Background: an optimization exercise with open tools, aiming at small area and a short achievable clock period. Do not read the settings as production practice.
Where RTL was checked, it was by simulation tests only, not by an equivalence proof against the original.
Power and IR drop assume default switching activity.

maple:
==> flow/design.v (excerpt) <==
module hansen_icache #(
    parameter int LINES      = 16,
    parameter int WORDS      = 4,
    parameter int MISS_CNT_W = 16
) (
    input  logic                  clk,
    input  logic                  reset_n,
    input  logic [31:0]           cpu_addr,
    output logic [31:0]           cpu_rdata,
    output logic                  cpu_hit,
    output logic                  cpu_stall,
    input  logic                  flush,
    output logic                  mem_req,
    output logic [31:0]           mem_addr,
    input  logic                  mem_ack,
    input  logic                  mem_rvalid,
    input  logic [31:0]           mem_rdata,
    output logic [MISS_CNT_W-1:0] miss_count
);
Settings: LEC_CHECK=0, CAP_MARGIN=20, CORE_MARGIN=2, CORE_UTILIZATION=40, CTS_BUF_LIST=sky130_fd_sc_hd__clkbuf_16, CTS_CLUSTER_DIAMETER=60, CTS_CLUSTER_SIZE=24, GPL_TIMING_DRIVEN=1, SETUP_SLACK_MARGIN=2.0, SLEW_MARGIN=20, SYNTH_HIERARCHICAL=1, SYNTH_MINIMUM_KEEP_SIZE=0; clock period 5.5 ns.
run.sh (not shown) runs the stock make flow with config.mk's settings and CLKGATE_MAP_FILE= SYNTH_SCRIPT=/design/flow/synth_recipe.tcl, a recipe that flattens the netlist after the stock synthesis.
Edits applied to the flow inputs when going from maple to birch:
Settings: GPL_TIMING_DRIVEN: 1 -> unset.
birch reached the end of the flow, and the finished layout is clean on the timing, design-rule and antenna checks. Met3 layer usage reported by global route came out exactly the same in birch and maple. From maple to birch the numbers moved as follows: wire length after detailed routing now sits at about the same level; ratio of routed vias to standard cells now sits at about the same level; number of instances resized during post-cts repair now sits at about the same level.

========
build 62:
hansen_icache, a different RTL version from the one above (not shown whole).
Size in the first run: about 4800 cells after synthesis, ~2500 flip-flops, ~150 I/O pins.
export LEC_CHECK = 0
export CAP_MARGIN = 30
export CORE_MARGIN = 2
export CORE_UTILIZATION = 60
export PLACE_DENSITY = 0.75
export SETUP_SLACK_MARGIN = 3.0
export SLEW_MARGIN = 30
export SYNTH_HIERARCHICAL = 1
export SYNTH_MINIMUM_KEEP_SIZE = 0
create_clock -name core_clock -period 5.5 [get_ports {clk}]
standard.sh (not shown) runs the stock make flow with config.mk's settings and CLKGATE_MAP_FILE= SYNTH_SCRIPT=/design/flow/synth_recipe.tcl, a recipe that flattens the netlist after the stock synthesis.
==> flow/flow/run.sh <==
#!/bin/bash
# Layout flow: the standard ORFS flow (standard.sh: its synthesis, floorplan, power grid and
# tap cells unchanged) with two settings it does not expose:
#  - clock tree synthesis clusters up to 30 flip-flops per clkbuf_16 leaf and adds no dummy
#    balancing loads;
#  - every input and output port gets a buf_2 port buffer (the resizer still upsizes the ones
#    on critical paths) instead of the default delay-cell-sized buffer.
# make's full output goes to flow_make.log here; each ORFS step also keeps its own log under
# orfs/logs/.
set -euo pipefail
CTS="-sink_clustering_enable -repair_clock_nets -sink_clustering_size 30"
CTS="$CTS -sink_clustering_max_diameter 60 -buf_list sky130_fd_sc_hd__clkbuf_16 -dont_use_dummy_load"
bash standard.sh "CTS_ARGS=$CTS" "BUFFER_PORTS_ARGS=-buffer_cell sky130_fd_sc_hd__buf_2" finish \
    > flow_make.log 2>&1
Edits applied to the flow inputs when going from build 62 to build 74:
- SETUP_SLACK_MARGIN now 2.0, was 3.0
Findings:
Diff build 62 -> build 74 | number of gates resized after cts | increase of 19%. Relative to build 62, total number of cells along the worst setup path has gone down in build 74. Number of flip-flops and latches came out exactly the same in build 74 and build 62. The sequential cell area share in build 74 was higher than what build 62 gave.
Here is what was changed in the inputs of build 80 compared with build 74.
-- flow/flow/run.sh --
<<< build 74, line 4
#  - clock tree synthesis clusters up to 30 flip-flops per clkbuf_16 leaf and adds no dummy
>>> build 80, line 4
#  - clock tree synthesis clusters up to 24 flip-flops per clkbuf_16 leaf and adds no dummy
<<< build 74, line 11
CTS="-sink_clustering_enable -repair_clock_nets -sink_clustering_size 30"
>>> build 80, line 11
CTS="-sink_clustering_enable -repair_clock_nets -sink_clustering_size 24"
==> comparison <==
- Build 80 finished every stage and its layout cleared the timing, design-rule and antenna checks.
- Relative to build 74, the largest fanout of any net on the critical path of build 80 is lower by 13.
- In the reports for build 74 and build 80, the larger TritonCTS buffer count belongs to build 80.
- Looking at clock latency on the worst-skew pair, build 80 sits 0.02 ns below build 74.
- On wire length per cell after detailed routing, build 74 and build 80 are basically level.
- Build 80 against build 74: power went up by 0.78%, worst setup slack after layout went down by 0.047 ns, post-route met1 wirelength went up by about 0.5%, minimum period implied by the final worst setup slack went up by 0.047 ns, final instance area was more or less identical.
- From build 74 to build 80 the numbers moved as follows: global-route usage closely matched the old numbers; final worst hold slack increased by 0.0056 ns relative to the old numbers.
[inputs] build 18 vs build 80
- CTS_BUF_LIST: unset -> sky130_fd_sc_hd__clkbuf_16
- CAP_MARGIN: 30 -> 20
- SLEW_MARGIN: 30 -> 20
- CTS_CLUSTER_SIZE: unset -> 24
- CTS_CLUSTER_DIAMETER: unset -> 60
Notes after the runs:
STATUS run=build 18 STAGES=ALL_DONE FINAL_CHECKS=FAILED CAUSE=max-capacitance violations, max-slew violations
In terms of number of placed instances with taps included, build 18 and build 80 differ only marginally.
~same area growth from synthesis to layout in build 80 and build 18
Looking at fmax, build 18 sits 1.7 MHz higher than build 80 does.
| final hold violation count | build 18 vs build 80 | ≈ equal |
Compared with build 80, in build 18 clock period minus worst slack went down, wire length after detailed routing went up.

========
== run a ==
hansen_icache, a different RTL version from the one above (not shown whole).
Size in the first run: about 5600 cells after synthesis, ~2500 flip-flops, roughly 150 I/O pins.
clock: 5.5 ns
lec_check: 0
cap_margin: 30
core_margin: 2
core_utilization: 60
place_density: 0.75
setup_slack_margin: 1.5
slew_margin: 30
synth_hierarchical: 1
synth_minimum_keep_size: 0
==> flow/flow/run.sh <==
#!/bin/bash
# Layout flow: the standard ORFS flow (standard.sh: its synthesis, floorplan, power grid and
# tap cells unchanged) with two settings it does not expose:
#  - clock tree synthesis clusters up to 30 flip-flops per clkbuf_16 leaf and adds no dummy
#    balancing loads;
#  - every input and output port gets a buf_2 port buffer (the resizer still upsizes the ones
#    on critical paths) instead of the default delay-cell-sized buffer.
# make's full output goes to flow_make.log here; each ORFS step also keeps its own log under
# orfs/logs/.
set -euo pipefail
CTS="-sink_clustering_enable -repair_clock_nets -sink_clustering_size 30"
CTS="$CTS -sink_clustering_max_diameter 60 -buf_list sky130_fd_sc_hd__clkbuf_16 -dont_use_dummy_load"
bash standard.sh "CTS_ARGS=$CTS" "BUFFER_PORTS_ARGS=-buffer_cell sky130_fd_sc_hd__buf_2" finish \
    > flow_make.log 2>&1
## Diff of input files: run b against run a
- changing SETUP_SLACK_MARGIN from 1.5 to 2.0
## What came out
- The final layouts of run b and run a pass the timing, design-rule and antenna checks.
- Area share of xor/xnor cells in the synthesized design: run a vs run b identical
- Run a and run b ended up with roughly the same overall power consumption.
- Run b reports its launching element of the worst setup path as cpu_addr[7] while run a reports cpu_addr[2].
- Of the two values seen for worst-path cell with the longest stage delay, sky130_fd_sc_hd__nor2_2 was produced by run b and sky130_fd_sc_hd__nor2_1 by run a.
- Re number of logic stages on the critical path including buffering: run b is 2 down on run a.
- The run showing the smaller count of multi-input gates is run a.
- Between run b and run a, it is run b whose cell leakage power is higher, by about 0.9%.

========
## the baseline
hansen_icache, a different RTL version from the one above (not shown whole).
For scale: roughly 4500 cells after synthesis, roughly 2500 flip-flops, about 150 I/O pins.
Settings: LEC_CHECK=0, CAP_MARGIN=20, CORE_MARGIN=2, CORE_UTILIZATION=40, SETUP_SLACK_MARGIN=2.0, SLEW_MARGIN=20, SYNTH_HIERARCHICAL=1, SYNTH_MINIMUM_KEEP_SIZE=0; clock period 5.5 ns.
run.sh (not shown) runs the stock make flow with config.mk's settings and CLKGATE_MAP_FILE= SYNTH_SCRIPT=/design/flow/synth_recipe.tcl, a recipe that flattens the netlist after the stock synthesis.
Stock flow here: none of the scripts above is used.
No stage failed in the baseline, and the final checks on the layout all came back clean.
Input-level comparison between the candidate and the baseline:
- PLACE_DENSITY newly set to 0.75
- CTS_BUF_LIST newly set to sky130_fd_sc_hd__clkbuf_16
- CORE_UTILIZATION changed from 40 to 60
- CTS_CLUSTER_DIAMETER newly set to 60
- CTS_CLUSTER_SIZE newly set to 24
==> comparison <==
- The candidate went all the way through synthesis, placement and routing and the layout is clean on timing, DRC and antenna.
- Per the comparison of the candidate with the baseline, non-clock buffer count down about 2.6%; combinational power rose about 2%; cell area lost 0.0042 sq mm.
- The slowest cell on the critical path comes out nor2_4 in one run and a222oi_1 in the other, namely in the baseline and the candidate respectively.
- Worst clock skew is higher on the baseline
No functional check of the RTL was part of any run of this note.

========
== alpha ==
hansen_icache, a different RTL version from the one above (not shown whole).
Size in the first run: ~4,600 cells after synthesis, about 2,500 flip-flops, about 90,000 µm² of cells after synthesis.
export LEC_CHECK = 0
export CAP_MARGIN = 20
export CORE_MARGIN = 2
export CORE_UTILIZATION = 60
export CTS_BUF_LIST = sky130_fd_sc_hd__clkbuf_16
export CTS_CLUSTER_DIAMETER = 60
export CTS_CLUSTER_SIZE = 24
export PLACE_DENSITY = 0.75
export SETUP_SLACK_MARGIN = 1.0
export SLEW_MARGIN = 20
export SYNTH_HIERARCHICAL = 1
export SYNTH_MINIMUM_KEEP_SIZE = 0
create_clock -name core_clock -period 5.5 [get_ports {clk}]
alpha finished every step from synthesis to the final layout, and the layout passed the timing, design-rule and antenna checks.
What beta does differently from alpha at the input level:
Settings: swapping 1.0 for 2.0 in SETUP_SLACK_MARGIN.
Notes after the runs:
- beta finished every stage and its layout cleared the timing, design-rule and antenna checks.
- Compared to alpha, beta has worst setup slack for register-to-register paths 130 ps higher.
- Number of antenna violations at the first check in global routing was higher in beta than in alpha.
- Looking at launch point of the worst path, the cpu_addr[3] result is from beta; the cpu_addr[6] one comes from alpha.
- Sort beta and alpha by total of clock buffers placed in the layout, ascending, and alpha comes first.
- Compared with alpha, beta shows a part of the power in combinational logic that is 0.2 points higher.
- The higher data arrival at the endpoint of the critical path of beta and alpha is in alpha.
- Relative to alpha, beta degrades hold slack.

========
Another version of the RTL of hansen_icache (not shown whole).
For scale: about 2500 flip-flops, roughly 150 I/O pins.
==> flow/config.mk <==
export PLATFORM = sky130hd
export DESIGN_NAME = hansen_icache
export DESIGN_NICKNAME = hansen_icache
export VERILOG_FILES = /design/flow/design.v
export SDC_FILE = /design/flow/constraint.sdc
export NUM_CORES = 4
export LEC_CHECK = 0
export CAP_MARGIN = 20
export CORE_MARGIN = 2
export CORE_UTILIZATION = 40
export SLEW_MARGIN = 20
==> flow/constraint.sdc <==
create_clock -name core_clock -period 5.5 [get_ports {clk}]
set_input_delay 1.1000 -clock core_clock [delete_from_list [all_inputs] [get_ports {clk}]]
set_output_delay 1.1000 -clock core_clock [all_outputs]
set_load 0.01 [all_outputs]
The first run finished but failed the layout checks on setup timing.
Then changed:
SETUP_SLACK_MARGIN = 1.5   (was unset)
After rerunning:
- This time the run produced a clean layout
- non-clock buffer count rose by 360
- register-to-register slack gains 0.02 ns
- clock skew fell by 0.022 ns
- sequential share of layout area goes down by 4.2 points
No functional check of the RTL was part of any run of this note.

========
## job 8945
The RTL this note starts from:
==> flow/design.v <==
package hansen_icache_pkg;
    localparam int LINES    = 16;
    localparam int WORDS    = 4;
    localparam int OFFSET_W = 2;
    localparam int INDEX_W  = 4;
    localparam int TAG_W    = 24;
endpackage
module hansen_icache_aoi222 (input logic a1, a2, b1, b2, c1, c2, output logic y);
    assign y = !((a1 && a2) || (b1 && b2) || (c1 && c2));
endmodule
module hansen_icache_nand2 (input logic a, b, output logic y);
    assign y = !(a && b);
endmodule
module hansen_icache_nand3 (input logic a, b, c, output logic y);
    assign y = !(a && b && c);
endmodule
module hansen_icache_nand4 (input logic a, b, c, d, output logic y);
    assign y = !(a && b && c && d);
endmodule
module hansen_icache_nor2 (input logic a, b, output logic y);
    assign y = !(a || b);
endmodule
module hansen_icache_xnor2 (input logic a, b, output logic y);
    assign y = !(a ^ b);
endmodule
module hansen_icache_and3 (input logic a, b, c, output logic y);
    assign y = a && b && c;
endmodule
module hansen_icache_dec2 (input logic [1:0] a, output logic [3:0] y);
    assign y = 4'b0001 << a;
endmodule
module hansen_icache_rdbit (
    input  logic [63:0] sel,
    input  logic [63:0] d,
    output logic        y
);
    logic [21:0] t;    
    logic [5:0]  u;    
    logic [2:0]  v;
    for (genvar k = 0; k < 21; k++) begin : g_t
        hansen_icache_aoi222 u_t (.a1(sel[3*k]), .a2(d[3*k]), .b1(sel[3*k+1]), .b2(d[3*k+1]),
                                  .c1(sel[3*k+2]), .c2(d[3*k+2]), .y(t[k]));
    end
    hansen_icache_nand2 u_t21 (.a(sel[63]), .b(d[63]), .y(t[21]));
    for (genvar m = 0; m < 5; m++) begin : g_u
        hansen_icache_nand4 u_u (.a(t[4*m]), .b(t[4*m+1]), .c(t[4*m+2]), .d(t[4*m+3]), .y(u[m]));
    end
    hansen_icache_nand2 u_u5 (.a(t[20]), .b(t[21]), .y(u[5]));
    for (genvar n = 0; n < 3; n++) begin : g_v
        hansen_icache_nor2 u_v (.a(u[2*n]), .b(u[2*n+1]), .y(v[n]));
    end
    hansen_icache_nand3 u_y (.a(v[0]), .b(v[1]), .c(v[2]), .y(y));
endmodule
module hansen_icache_tagcmp (
    input  logic [23:0] stored,
    input  logic [23:0] tag,
    input  logic        vsel,
    output logic        y
);
    logic [23:0] eq;
    logic [5:0]  n;
    logic [2:0]  m;
    for (genvar j = 0; j < 24; j++) begin : g_eq
        hansen_icache_xnor2 u_eq (.a(stored[j]), .b(tag[j]), .y(eq[j]));
    end
    for (genvar k = 0; k < 6; k++) begin : g_n
        hansen_icache_nand4 u_n (.a(eq[4*k]), .b(eq[4*k+1]), .c(eq[4*k+2]), .d(eq[4*k+3]), .y(n[k]));
    end
    for (genvar k = 0; k < 3; k++) begin : g_m
        hansen_icache_nor2 u_m (.a(n[2*k]), .b(n[2*k+1]), .y(m[k]));
    end
    hansen_icache_nand4 u_y (.a(m[0]), .b(m[1]), .c(m[2]), .d(vsel), .y(y));
endmodule
module hansen_icache_data (
    input  logic        clk,
    input  logic [3:0]  rd_index,
    input  logic [1:0]  rd_offset,
    input  logic [23:0] rd_tag,
    input  logic [15:0] rd_valid,
    output logic [31:0] rd_data,
    output logic [1:0]  rd_miss,     
    input  logic        wr_en,
    input  logic [3:0]  wr_index,
    input  logic [1:0]  wr_offset,
    input  logic [31:0] wr_data,
    input  logic        tag_we,
    input  logic [23:0] wr_tag
);
    logic [31:0] data_mem [64];
    logic [23:0] tag_mem  [16];
    logic [63:0] word_sel [4];
    logic [15:0] vsel, line_hit_n;
    logic [3:0]  q;
    logic [3:0]  dec_w [4], dec_lo [4], dec_hi [4];
    for (genvar c = 0; c < 4; c++) begin : g_dec
        hansen_icache_dec2 u_dec_w  (.a(rd_offset),     .y(dec_w[c]));
        hansen_icache_dec2 u_dec_lo (.a(rd_index[1:0]), .y(dec_lo[c]));
        hansen_icache_dec2 u_dec_hi (.a(rd_index[3:2]), .y(dec_hi[c]));
        for (genvar i = 0; i < 16; i++) begin : g_sel
            for (genvar j = 0; j < 4; j++) begin : g_w
                hansen_icache_and3 u_wsel (.a(dec_w[c][j]), .b(dec_lo[c][i%4]), .c(dec_hi[c][i/4]),
                                           .y(word_sel[c][i*4+j]));
            end
        end
    end
    for (genvar i = 0; i < 16; i++) begin : g_vsel
        hansen_icache_and3 u_vsel (.a(rd_valid[i]), .b(dec_lo[0][i%4]), .c(dec_hi[0][i/4]), .y(vsel[i]));
    end
    for (genvar b = 0; b < 32; b++) begin : g_rd
        logic [63:0] d;
        for (genvar w = 0; w < 64; w++) begin : g_d
            assign d[w] = data_mem[w][b];
        end
        hansen_icache_rdbit u_bit (.sel(word_sel[b/8]), .d(d), .y(rd_data[b]));
    end
    for (genvar i = 0; i < 16; i++) begin : g_tag
        hansen_icache_tagcmp u_cmp (.stored(tag_mem[i]), .tag(rd_tag), .vsel(vsel[i]), .y(line_hit_n[i]));
    end
    for (genvar k = 0; k < 4; k++) begin : g_q
        hansen_icache_nand4 u_q (.a(line_hit_n[4*k]), .b(line_hit_n[4*k+1]), .c(line_hit_n[4*k+2]),
                                 .d(line_hit_n[4*k+3]), .y(q[k]));
    end
    hansen_icache_nor2 u_miss0 (.a(q[0]), .b(q[1]), .y(rd_miss[0]));
    hansen_icache_nor2 u_miss1 (.a(q[2]), .b(q[3]), .y(rd_miss[1]));
    always_ff @(posedge clk) begin
        for (int i = 0; i < 16; i++) begin
            for (int j = 0; j < 4; j++)
                if (wr_en && wr_index == 4'(i) && wr_offset == 2'(j))
                    data_mem[i*4+j] <= wr_data;
            if (tag_we && wr_index == 4'(i))
                tag_mem[i] <= wr_tag;
        end
    end
endmodule
module hansen_icache #(
    parameter int LINES      = 16,
    parameter int WORDS      = 4,
    parameter int MISS_CNT_W = 16
) (
    input  logic                  clk,
    input  logic                  reset_n,
    input  logic [31:0]           cpu_addr,
    output logic [31:0]           cpu_rdata,
    output logic                  cpu_hit,
    output logic                  cpu_stall,
    input  logic                  flush,
    output logic                  mem_req,
    output logic [31:0]           mem_addr,
    input  logic                  mem_ack,
    input  logic                  mem_rvalid,
    input  logic [31:0]           mem_rdata,
    output logic [MISS_CNT_W-1:0] miss_count
);
    logic        busy;
    logic [15:0] valid;
    logic [1:0]  beat;
    logic        flush_pending;
    logic [27:0] line_addr;
    logic [3:0]  fill_index;
    logic [1:0]  line_miss;
    logic        start_miss, filling, beat_wr, last_beat;
    logic [1:0]  unused_addr_bits;
    assign unused_addr_bits = cpu_addr[1:0];
    assign mem_addr   = {line_addr, 4'b0000};
    assign fill_index = line_addr[3:0];
    assign cpu_hit    = !(busy || (line_miss[0] && line_miss[1]));
    assign cpu_stall  = !cpu_hit;
    assign start_miss = !busy && line_miss[0] && line_miss[1] && !flush;
    assign filling    = busy && !mem_req;
    assign beat_wr    = filling && mem_rvalid;
    assign last_beat  = beat_wr && (beat == 2'd3);
    hansen_icache_data u_data (
        .clk       (clk),
        .rd_index  (cpu_addr[7:4]),
        .rd_offset (cpu_addr[3:2]),
        .rd_tag    (cpu_addr[31:8]),
        .rd_valid  (valid),
        .rd_data   (cpu_rdata),
        .rd_miss   (line_miss),
        .wr_en     (beat_wr),
        .wr_index  (fill_index),
        .wr_offset (beat),
        .wr_data   (mem_rdata),
        .tag_we    (last_beat),
        .wr_tag    (line_addr[27:4])
    );
    always_ff @(posedge clk or negedge reset_n) begin
        if (!reset_n) begin
            busy          <= 1'b0;
            valid         <= '0;
            mem_req       <= 1'b0;
            line_addr     <= '0;
            beat          <= '0;
            miss_count    <= '0;
            flush_pending <= 1'b0;
        end else begin
            if (start_miss) begin
                busy      <= 1'b1;
                mem_req   <= 1'b1;
                line_addr <= cpu_addr[31:4];
                if (miss_count != '1)
                    miss_count <= miss_count + MISS_CNT_W'(1);
            end
            if (mem_req && mem_ack) begin
                mem_req <= 1'b0;
                beat    <= '0;
            end
            if (beat_wr)
                beat <= beat + 2'd1;
            if (last_beat) begin
                busy              <= 1'b0;
                valid[fill_index] <= !flush_pending;
                flush_pending     <= 1'b0;
            end
            if (flush)
                valid <= '0;
            if (flush && busy && !last_beat)
                flush_pending <= 1'b1;
        end
    end
endmodule
export LEC_CHECK = 0
export CAP_MARGIN = 30
export CORE_MARGIN = 2
export CORE_UTILIZATION = 65
export PLACE_DENSITY = 0.8
export SETUP_SLACK_MARGIN = 2.0
export SLEW_MARGIN = 30
export SYNTH_HIERARCHICAL = 1
export SYNTH_MINIMUM_KEEP_SIZE = 0
create_clock -name core_clock -period 5.5 [get_ports {clk}]
standard.sh (not shown) runs the stock make flow with config.mk's settings and CLKGATE_MAP_FILE= SYNTH_SCRIPT=/design/flow/synth_recipe.tcl, a recipe that flattens the netlist after the stock synthesis.
Scripts as last shown in full above: flow/flow/run.sh
Input changes introduced in job 1138 (baseline for comparison: job 8945):
- GPL_ROUTABILITY_DRIVEN newly set to 0
- CORE_UTILIZATION changed from 65 to 60
- PLACE_DENSITY changed from 0.8 to 0.75
Findings:
- Reported for job 1138 and job 8945, adder and majority cell fraction of the synthesized area turned out identical to the last digit.
- Summary — post-route fraction of the period consumed by the critical path, job 1138 relative to job 8945: lower, by 3.4 points.
- Job 1138 has more setup slack than job 8945.
- Job 1138 vs. job 8945: cell depth of the worst flop-to-flop path went down by 1.
- Job 1138 went all the way through synthesis, placement and routing and the layout is clean on timing, DRC and antenna.

-- static timing again, ports no longer ideal --
The results above use ideal ports. As a check the final layouts listed here were re-extracted and re-timed, cells and wires unchanged. Step 1: set_driving_cell puts a clkbuf_16 on clk and a buf_2 on each other input, an assumption about the parent block. Step 2 moves the port delays by t, midway between the first and last clock arrival at a register: inputs arrive t later, outputs are due t later. That takes back most of the time a late clock gives input paths. a / b / c = ideal ports / drivers / drivers and shift; a / b = the first two.
| run | t, ns | slack for setup (ns) | worst register clock-pin slew, ns |
|---|---|---|---|
| maple | 0.893 | 0.748 / 0.661 / 0.661 | 0.09 / 0.09 |
| birch | 0.893 | 0.748 / 0.661 / 0.661 | 0.09 / 0.09 |
| build 62 | 0.853 | 1.180 / 0.792 / 0.792 | 0.11 / 0.11 |
| build 74 | 0.863 | 1.202 / 0.866 / 0.866 | 0.11 / 0.11 |
| build 80 | 0.850 | 1.155 / 0.848 / 0.848 | 0.09 / 0.09 |
| build 18 | 0.861 | 1.186 / 0.859 / 0.859 | 0.10 / 0.10 |
| run a | 0.856 | 1.229 / 1.086 / 1.086 | 0.12 / 0.12 |
| run b | 0.863 | 1.336 / 1.049 / 1.049 | 0.11 / 0.11 |
| the baseline | 0.956 | 0.762 / 0.691 / 0.691 | 0.07 / 0.07 |
| the candidate | 0.890 | 0.621 / 0.586 / 0.586 | 0.11 / 0.11 |
| alpha | 0.895 | 0.808 / 0.689 / 0.689 | 0.10 / 0.10 |
| beta | 0.875 | 0.904 / 0.843 / 0.843 | 0.11 / 0.11 |
| the first run of note 6 | 0.966 | -0.102 / -0.220 / -0.220 | 0.07 / 0.07 |
| the second run of note 6 | 0.972 | 0.667 / 0.526 / 0.526 | 0.07 / 0.07 |
| job 8945 | 0.857 | 1.018 / 0.724 / 0.724 | 0.11 / 0.11 |
| job 1138 | 0.863 | 1.202 / 0.866 / 0.866 | 0.11 / 0.11 |
The setup slack of build 62, which loses most, moves by -0.388 ns with the drivers and by -0.388 ns with both steps.
